This is an optimization exercise on Yosys and OpenROAD, whose aim is small area, a short achievable clock period and few clock cycles per item, not a production implementation.
Where RTL was checked, it was by simulation tests only, not by an equivalence proof against the original.

==> inputs of job 3158 <==
// cov_top
module cov_top
#(
    parameter int NUM_SAMPLES = 8
) (
    input  logic        clk,
    input  logic        arst_n,
    input  logic [33:0] in_cmd,      
    input  logic        in_valid,
    output logic        in_ready,
    output logic [63:0] out_res,     
    output logic        out_valid,
    input  logic        out_ready,
    output logic        bad_cmd      
);
    logic               accept;
    logic               hold;
    logic               s_valid, s_start, s_last;
    logic signed [16:0] s_dx;
    logic [7:0]         s_neg, s_one, s_two;
    logic               last_take;
    logic [34:0]        acc_s, acc_c;
    logic               done;
    logic [32:0]        cov;
    logic               fill;
    assign in_ready = ~hold;
    assign accept   = in_valid & ~hold;
    assign fill     = last_take | (s_valid & s_last);
    cov_decode i_decode (
        .clk       (clk),
        .arst_n    (arst_n),
        .in_cmd    (in_cmd),
        .accept    (accept),
        .bad_cmd   (bad_cmd),
        .s_valid   (s_valid),
        .s_start   (s_start),
        .s_last    (s_last),
        .s_dx      (s_dx),
        .s_neg     (s_neg),
        .s_one     (s_one),
        .s_two     (s_two),
        .last_take (last_take)
  ...
clock: 8.0 ns
lec_check: 0
abc_area: 1
cap_margin: 20
core_margin: 2
core_utilization: 60
cts_buf_list: sky130_fd_sc_hd__clkbuf_8
setup_slack_margin: 4.8
slew_margin: 20
synth_hierarchical: 1
standard.sh (not shown) runs the stock make flow with config.mk's settings and CLKGATE_MAP_FILE= SYNTH_SCRIPT=/design/flow/synth_recipe.tcl, a recipe that flattens the netlist after the stock synthesis.
==> flow/flow/run.sh <==
#!/bin/bash
# The standard layout, with plain buffers (sky130_fd_sc_hd__buf_2) on the
# ports instead of the delay cells buffer_ports picks by itself.
set -euo pipefail
export BUFFER_PORTS_ARGS="-buffer_cell sky130_fd_sc_hd__buf_2"
bash standard.sh > standard.log 2>&1
==> job 6191: changes against job 3158 <==
--- a/flow/design.v
+++ b/flow/design.v
@@ -3,16 +3,46 @@
     typedef enum logic [1:0] {
         OP_CLEAR  = 2'd0,    
         OP_MEAN   = 2'd1,    
         OP_SAMPLE = 2'd2,    
         OP_RSVD   = 2'd3     
     } cov_op_e;
 endpackage
 `timescale 1ns/100ps
+module cov_add
+#(
+    parameter int W = 8
+) (
+    input  logic [W-1:0] a,
+    input  logic [W-1:0] b,
+    input  logic         cin,
+    output logic [W-1:0] s
+);
+    localparam int L = $clog2(W);
+    logic [W-1:0] g [L+1];
+    logic [W-1:0] p [L+1];
+    always_comb begin
+        g[0] = a & b;
+        p[0] = a ^ b;
+        g[0][0] = (a[0] & b[0]) | (p[0][0] & cin);
+        for (int l = 0; l < L; l++) begin
+            for (int i = 0; i < W; i++) begin
+                if (((i >> l) & 1) == 1) begin
+                    g[l+1][i] = g[l][i] | (p[l][i] & g[l][((i >> l) << l) - 1]);
+                    p[l+1][i] = p[l][i] & p[l][((i >> l) << l) - 1];
+                end else begin
+                    g[l+1][i] = g[l][i];
+                    p[l+1][i] = p[l][i];
+                end
+            end
+        end
+        s = p[0] ^ {g[L][W-2:0], cin};
+    end
+endmodule
 module cov_decode
 (
     input  logic                  clk,
     input  logic                  arst_n,
     input  logic [33:0]           in_cmd,
     input  logic                  accept,
     output logic                  bad_cmd,
     output logic                  s_valid,    
@@ -26,42 +56,28 @@
 );
     logic [1:0]         op;
     logic [15:0]        x, y;
     logic [15:0]        mean_x;
     logic [2:0]         cnt;        
     logic               take;
     logic [16:0]        dx;
     logic [16:0]        yb;         
-    function automatic logic [16:0] add17(input logic [16:0] a, input logic [16:0] b, input logic cin);
-        logic [16:0] g, p, gn, pn;
-        g = a & b;
-        p = a ^ b;
-        g[0] = (a[0] & b[0]) | (p[0] & cin);
-        for (int l = 0; l < 5; l++) begin
-            gn = g;
-            pn = p;
-            for (int i = 0; i < 17; i++) begin
-                if (((i >> l) & 1) == 1) begin
-                    gn[i] = g[i] | (p[i] & g[((i >> l) << l) - 1]);
-                    pn[i] = p[i] & p[((i >> l) << l) - 1];
-                end
-            end
-            g = gn;
-            p = pn;
-        end
-        add17 = (a ^ b) ^ {g[15:0], cin};
-    endfunction
     assign op   = in_cmd[33:32];
     assign x    = in_cmd[31:16];
     assign y    = in_cmd[15:0];
     assign take = accept & (op == cov_pkg::OP_SAMPLE);
     assign last_take = take & (cnt == 3'd7);
     assign yb   = {y, 1'b0};
-    assign dx = add17({x[15], x}, ~{mean_x[15], mean_x}, 1'b1);
+    cov_add #(.W(17)) i_sub (
+        .a   ({x[15], x}),
+        .b   (~{mean_x[15], mean_x}),
+        .cin (1'b1),
+        .s   (dx)
+    );
     always_ff @(posedge clk or negedge arst_n) begin
         if (!arst_n) begin
             mean_x  <= '0;
             cnt     <= '0;
             bad_cmd <= 1'b0;
             s_valid <= 1'b0;
             s_start <= 1'b0;
         end else begin
@@ -694,36 +710,17 @@
     logic [3*KD-1:0]  qd;         
     logic [2:0]       rq;         
     logic [34:0]      sum;
     logic [32:0]      w_inc;
     logic             pend;       
     logic             load;
     logic             pend_next;
     logic             up;         
-    function automatic logic [34:0] add35(input logic [34:0] a, input logic [34:0] b, input logic cin);
-        logic [34:0] g, p, gn, pn;
-        g = a & b;
-        p = a ^ b;
-        g[0] = (a[0] & b[0]) | (p[0] & cin);
-        for (int l = 0; l < 6; l++) begin
-            gn = g;
-            pn = p;
-            for (int i = 0; i < 35; i++) begin
-                if (((i >> l) & 1) == 1) begin
-                    gn[i] = g[i] | (p[i] & g[((i >> l) << l) - 1]);
-                    pn[i] = p[i] & p[((i >> l) << l) - 1];
-                end
-            end
-            g = gn;
-            p = pn;
-        end
-        add35 = (a ^ b) ^ {g[33:0], cin};
-    endfunction
-    assign sum = add35(acc_s, acc_c, 1'b0);
+    cov_add #(.W(35)) i_cpa (.a(acc_s), .b(acc_c), .cin(1'b0), .s(sum));
     always_comb begin
         logic [2:0] rr;
         rr = r;
         for (int j = 0; j < KD; j++) begin
             {qd[3*KD-1-3*j -: 3], rr} = dstep(rr, w[35-3*j -: 3]);
         end
         rq = rr;
     end
Settings changed: ABC_AREA 1 to 0.
==> impl_metrics.csv <==
group,metric,value,unit
run_status,status,"complete, no violations",
clock_network,clk_pin_slew,0.09,ns
layout,n_all_buffers,149,
yosys,syn-cell-area,18500,sq um
layout,n_clock_buffer,18,
-- figures above: job 3158

==> impl_metrics.csv <==
group,metric,value,unit
run_status,status,"complete, no violations",
yosys,syn-cell-area,18300,sq um
layout,n_all_buffers,180,
clock_network,clk_pin_slew,0.11,ns
global_routing,grt_max_degree,68,
power_and_ir_drop,irDropWorstVdd,0.170,mV
-- figures above: job 6191

Testbench counts of job 6191, summed over its fixed seeds: cycles 2,768, results 320.
Only the layout flow was run in job 3158; the RTL was not checked for function there.

========
==> build 17 <==
cov_top, a different RTL version from the one above (not shown whole).
==> module cov_result, before the edit <==
module cov_result
(
    input  logic                  clk,
    input  logic                  arst_n,
    input  logic [34:0]           acc_s,     
    input  logic [34:0]           acc_c,
    input  logic                  done,      
    input  logic                  fill,      
    output logic [32:0]           cov,
    output logic                  out_valid,
    input  logic                  out_ready,
    output logic                  hold       
);
    localparam int KD    = 3;               
    localparam int STEPS = 12 / KD;
    typedef enum logic [1:0] {
        S_IDLE = 2'd0,
        S_DIV  = 2'd1,
        S_INC  = 2'd2,
        S_OUT  = 2'd3
    } div_state_e;
    function automatic logic [5:0] dstep(input logic [2:0] r, input logic [2:0] d);
        logic [2:0] q, n;
        q[2] = (r[2]) | (r[1] & r[0] & d[2]);
        q[1] = (r[1] & ~r[0]) | (r[1] & ~d[2]) | (r[2] & r[0] & d[1]) | (r[2] & r[0] & d[2]) | (~r[1] & r[0] & d[2] & d[1]);
        q[0] = (~r[2] & r[0] & ~d[2]) | (r[2] & ~r[0] & d[2]) | (r[0] & ~d[2] & ~d[1]) | (r[2] & r[1] & d[1]) | (r[1] & ~r[0] & d[2] & d[1]) | (~r[2] & ~r[1] & r[0] & ~d[1]) | (r[2] & r[1] & d[0]) | (r[2] & ~r[0] & d[1] & d[0]) | (~r[0] & d[2] & d[1] & d[0]) | (r[1] & ~r[0] & d[2] & d[0]);
        n[2] = (~r[2] & ~r[1] & d[2] & ~d[1]) | (~r[2] & r[1] & ~d[2] & d[1]) | (r[2] & ~r[1] & ~d[2] & ~d[1]) | (r[2] & d[2] & d[1] & d[0]) | (r[2] & r[0] & d[2] & d[1]) | (r[2] & ~d[2] & ~d[1] & ~d[0]) | (r[2] & r[1] & d[2] & d[1]) | (r[2] & r[1] & d[2] & d[0]) | (r[1] & r[0] & ~d[2] & d[0]) | (~r[2] & ~r[0] & d[2] & ~d[1] & ~d[0]) | (~r[2] & r[0] & ~d[2] & d[1] & d[0]) | (~r[2] & ~r[1] & ~r[0] & d[2] & ~d[0]) | (r[2] & ~r[1] & ~r[0] & ~d[2] & ~d[0]);
        n[1] = (r[1] & ~r[0] & ~d[1] & ~d[0]) | (~r[1] & ~r[0] & d[1] & ~d[0]) | (~r[1] & r[0] & ~d[1] & d[0]) | (r[1] & d[2] & d[1] & d[0]) | (r[2] & r[0] & d[2] & ~d[1]) | (r[2] & r[1] & d[1] & d[0]) | (r[1] & r[0] & d[2] & d[1]) | (r[1] & ~d[2] & ~d[1] & ~d[0]) | (r[1] & r[0] & d[1] & d[0]) | (~r[2] & ~r[1] & ~r[0] & ~d[2] & d[1]) | (~r[2] & r[1] & ~r[0] & ~d[2] & ~d[1]) | (r[2] & ~r[1] & d[2] & ~d[1] & d[0]) | (~r[2] & ~r[1] & ~d[2] & d[1] & ~d[0]);
        n[0] = (~r[2] & ~r[0] & ~d[2] & d[0]) | (~r[2] & r[0] & ~d[2] & ~d[0]) | (r[2] & ~r[0] & d[2] & ~d[0]) | (r[0] & d[2] & d[1] & d[0]) | (r[2] & r[0] & d[1] & d[0]) | (r[0] & ~d[2] & ~d[1] & ~d[0]) | (r[2] & r[1] & d[1] & ~d[0]) | (r[2] & r[0] & d[2] & d[0]) | (r[1] & r[0] & d[2] & d[0]) | (~r[2] & ~r[1] & r[0] & ~d[1] & ~d[0]) | (~r[2] & ~r[1] & ~r[0] & ~d[1] & d[0]) | (r[1] & ~r[0] & d[2] & d[1] & ~d[0]) | (~r[1] & ~r[0] & ~d[2] & ~d[1] & d[0]);
        dstep = {q, n};
    endfunction
    div_state_e       state, state_next;
    logic [1:0]       step;
    logic [35:0]      w;          
    logic [2:0]       r;          
    logic             neg;        
    logic [3*KD-1:0]  qd;         
    logic [2:0]       rq;         
    logic [34:0]      sum;
    logic [32:0]      w_inc;
    logic             pend;       
    logic             load;
    logic             pend_next;
    logic             up;         
    cov_add #(.W(35)) i_cpa (.a(acc_s), .b(acc_c), .cin(1'b0), .s(sum));
    always_comb begin
        logic [2:0] rr;
        rr = r;
        for (int j = 0; j < KD; j++) begin
            {qd[3*KD-1-3*j -: 3], rr} = dstep(rr, w[35-3*j -: 3]);
        end
        rq = rr;
    end
    always_comb begin
        logic [8:0] ga;       
        logic       pre;      
        logic       in;       
        for (int g = 0; g < 9; g++) ga[g] = &w[4*g +: 4];
        for (int i = 0; i < 33; i++) begin
            pre = 1'b1;
            for (int g = 0; g < i / 4; g++) pre = pre & ga[g];
            in = 1'b1;
            for (int k = 4 * (i / 4); k < i; k++) in = in & w[k];
            w_inc[i] = w[i] ^ (pre & in);
        end
    end
    assign up        = neg & (rq != 3'd0);
    assign load      = (pend | done) & (state == S_IDLE);
    assign pend_next = (pend | done) & ~load;
    always_comb begin
        state_next = state;
        unique case (state)
            S_DIV:   if (step == 2'(STEPS - 1)) state_next = up ? S_INC : S_OUT;
            S_INC:   state_next = S_OUT;
            S_OUT:   if (out_ready) state_next = S_IDLE;
            default: state_next = S_IDLE;
        endcase
        if (load) state_next = S_DIV;
    end
    always_ff @(posedge clk or negedge arst_n) begin
        if (!arst_n) begin
            state     <= S_IDLE;
            step      <= '0;
            pend      <= 1'b0;
            out_valid <= 1'b0;
            hold      <= 1'b0;
        end else begin
            state     <= state_next;
            step      <= (state == S_DIV) ? step + 2'd1 : 2'd0;
            pend      <= pend_next;
            out_valid <= (state_next == S_OUT);
            hold      <= (state_next != S_IDLE) & (pend_next | fill);
        end
    end
    always_ff @(posedge clk) begin
        unique case (state)
            S_IDLE: begin
                w   <= {sum[34], sum};
                r   <= sum[34] ? 3'd6 : 3'd0;
                neg <= sum[34];
            end
            S_DIV: begin
                w   <= {w[35-3*KD:0], qd};
                r   <= rq;
            end
            S_INC:   w[32:0] <= w_inc;
            default: ;
        endcase
    end
    assign cov = w[32:0];
endmodule
Settings: LEC_CHECK=0, ABC_AREA=1, CAP_MARGIN=20, CORE_MARGIN=2, CORE_UTILIZATION=40, SETUP_SLACK_MARGIN=4.5, SLEW_MARGIN=20, SYNTH_HIERARCHICAL=1; clock period 8.0 ns.
run.sh (not shown) runs the stock make flow with config.mk's settings and CLKGATE_MAP_FILE= SYNTH_SCRIPT=/design/flow/synth_recipe.tcl, a recipe that flattens the netlist after the stock synthesis.
Stock flow here: none of the scripts above is used.
==> inputs of trial 69, as changes to build 17 <==
--- a/flow/design.v
+++ b/flow/design.v
@@ -738,5 +738,5 @@
         end
     end
-    assign up        = neg & (rq != 3'd0);
+    assign up        = r != 3'd0;       
     assign load      = (pend | done) & (state == S_IDLE);
     assign pend_next = (pend | done) & ~load;
@@ -744,5 +744,5 @@
         state_next = state;
         unique case (state)
-            S_DIV:   if (step == 2'(STEPS - 1)) state_next = up ? S_INC : S_OUT;
+            S_DIV:   if (step == 2'(STEPS - 1)) state_next = neg ? S_INC : S_OUT;
             S_INC:   state_next = S_OUT;
             S_OUT:   if (out_ready) state_next = S_IDLE;
@@ -777,5 +777,5 @@
                 r   <= rq;
             end
-            S_INC:   w[32:0] <= w_inc;
+            S_INC:   if (up) w[32:0] <= w_inc;
             default: ;
         endcase
==> flow/flow/run.sh (new file) <==
#!/bin/bash
# The standard layout, with plain buffers (sky130_fd_sc_hd__buf_2) on the
# ports instead of the delay cells buffer_ports picks by itself.
set -euo pipefail
export BUFFER_PORTS_ARGS="-buffer_cell sky130_fd_sc_hd__buf_2"
bash standard.sh > standard.log 2>&1
==> flow/standard.sh (new file) <==
#!/bin/bash
# synth_recipe.tcl (not shown) runs the flow's synth.tcl, then flattens the netlist and writes it again
# the make line also repeats each setting of config.mk as NAME=value (left out here)
make -C /OpenROAD-flow-scripts/flow DESIGN_CONFIG=/design/flow/config.mk WORK_HOME=/design/flow/orfs CLKGATE_MAP_FILE= SYNTH_SCRIPT=/design/flow/synth_recipe.tcl "${@:-finish}"
--- a/flow/config.mk
+++ b/flow/config.mk
@@ -9,6 +9,6 @@
 export CAP_MARGIN = 20
 export CORE_MARGIN = 2
-export CORE_UTILIZATION = 40
-export SETUP_SLACK_MARGIN = 4.5
+export CORE_UTILIZATION = 60
+export SETUP_SLACK_MARGIN = 4.7
 export SLEW_MARGIN = 20
 export SYNTH_HIERARCHICAL = 1
removed: flow/run.sh
==> comparison table <==
Post-placement setup slack: trial 69 4340 ps; build 17 4030 ps
Time the worst path needs with I/O delays and setup: trial 69 3190 ps; build 17 3380 ps
Relative slew slack: trial 69 0.497; build 17 0.316
Share of the synthesized area in compound gates (AO/OA/AOI/OAI): trial 69 0.0548; build 17 0.0558
Non-clock buffer share of cell area: trial 69 0.0323; build 17 0.0546
Largest stage delay on the critical path: trial 69 410 ps; build 17 610 ps
Met2 Usage GRT: trial 69 0.443; build 17 0.308
Iter 0 DRT Violations: trial 69 1036; build 17 1037
Crit path to: trial 69 i_result.w[28]$_DFFE_PP_; build 17 i_execute.acc_s[16]$_DFF_P_
Detailed-router iteration count before antenna repair: trial 69 8; build 17 5
Post-cts sizing count: trial 69 26; build 17 9
Met3 Wirelength: trial 69 2.39 mm; build 17 2.74 mm
Outcome: trial 69 no timing/DRC/antenna violations; build 17 no timing/DRC/antenna violations
Final Hold Slack: trial 69 421 ps; build 17 447 ps
Cell depth of the worst setup path: trial 69 15; build 17 8
Wire length of the first global-routing pass: trial 69 72.1 mm; build 17 75.7 mm
Hold worst-path end: trial 69 i_execute.done$_DFF_PN0_; build 17 i_result.step[0]$_DFF_PN0_
Testbench counts of trial 69, summed over its fixed seeds: cycles 2,768, results 320.
Only the layout flow was run in build 17; the RTL was not checked for function there.

re-timing with driven ports:
How much do the figures lean on ideal ports? The routed layouts below were timed once more, with nothing changed but the port constraints. Step 1 assumes that a clkbuf_16 drives the clock port and a buf_2 every other input. Step 2, shift: input delay + t, output delay - t, t = (earliest + latest rising clock arrival at the registers) / 2. This alone moves slack from input paths to output paths. a / b / c = ideal / step 1 / step 2; a / b = the first two.
run	t, ns	slack for setup (ns)	worst slew at a driven data input, ns
job 3158	0.547	4.629 / 4.629 / 4.501	0.04
job 6191	0.548	4.737 / 4.737 / 4.309	0.04
build 17	0.506	4.615 / 4.590 / 4.144	0.06
trial 69	0.498	4.812 / 4.812 / 4.467	0.04
After both steps every run listed still meets setup and hold. The setup slack of build 17, which loses most, moves by -0.025 ns with the drivers and by -0.471 ns with both steps.
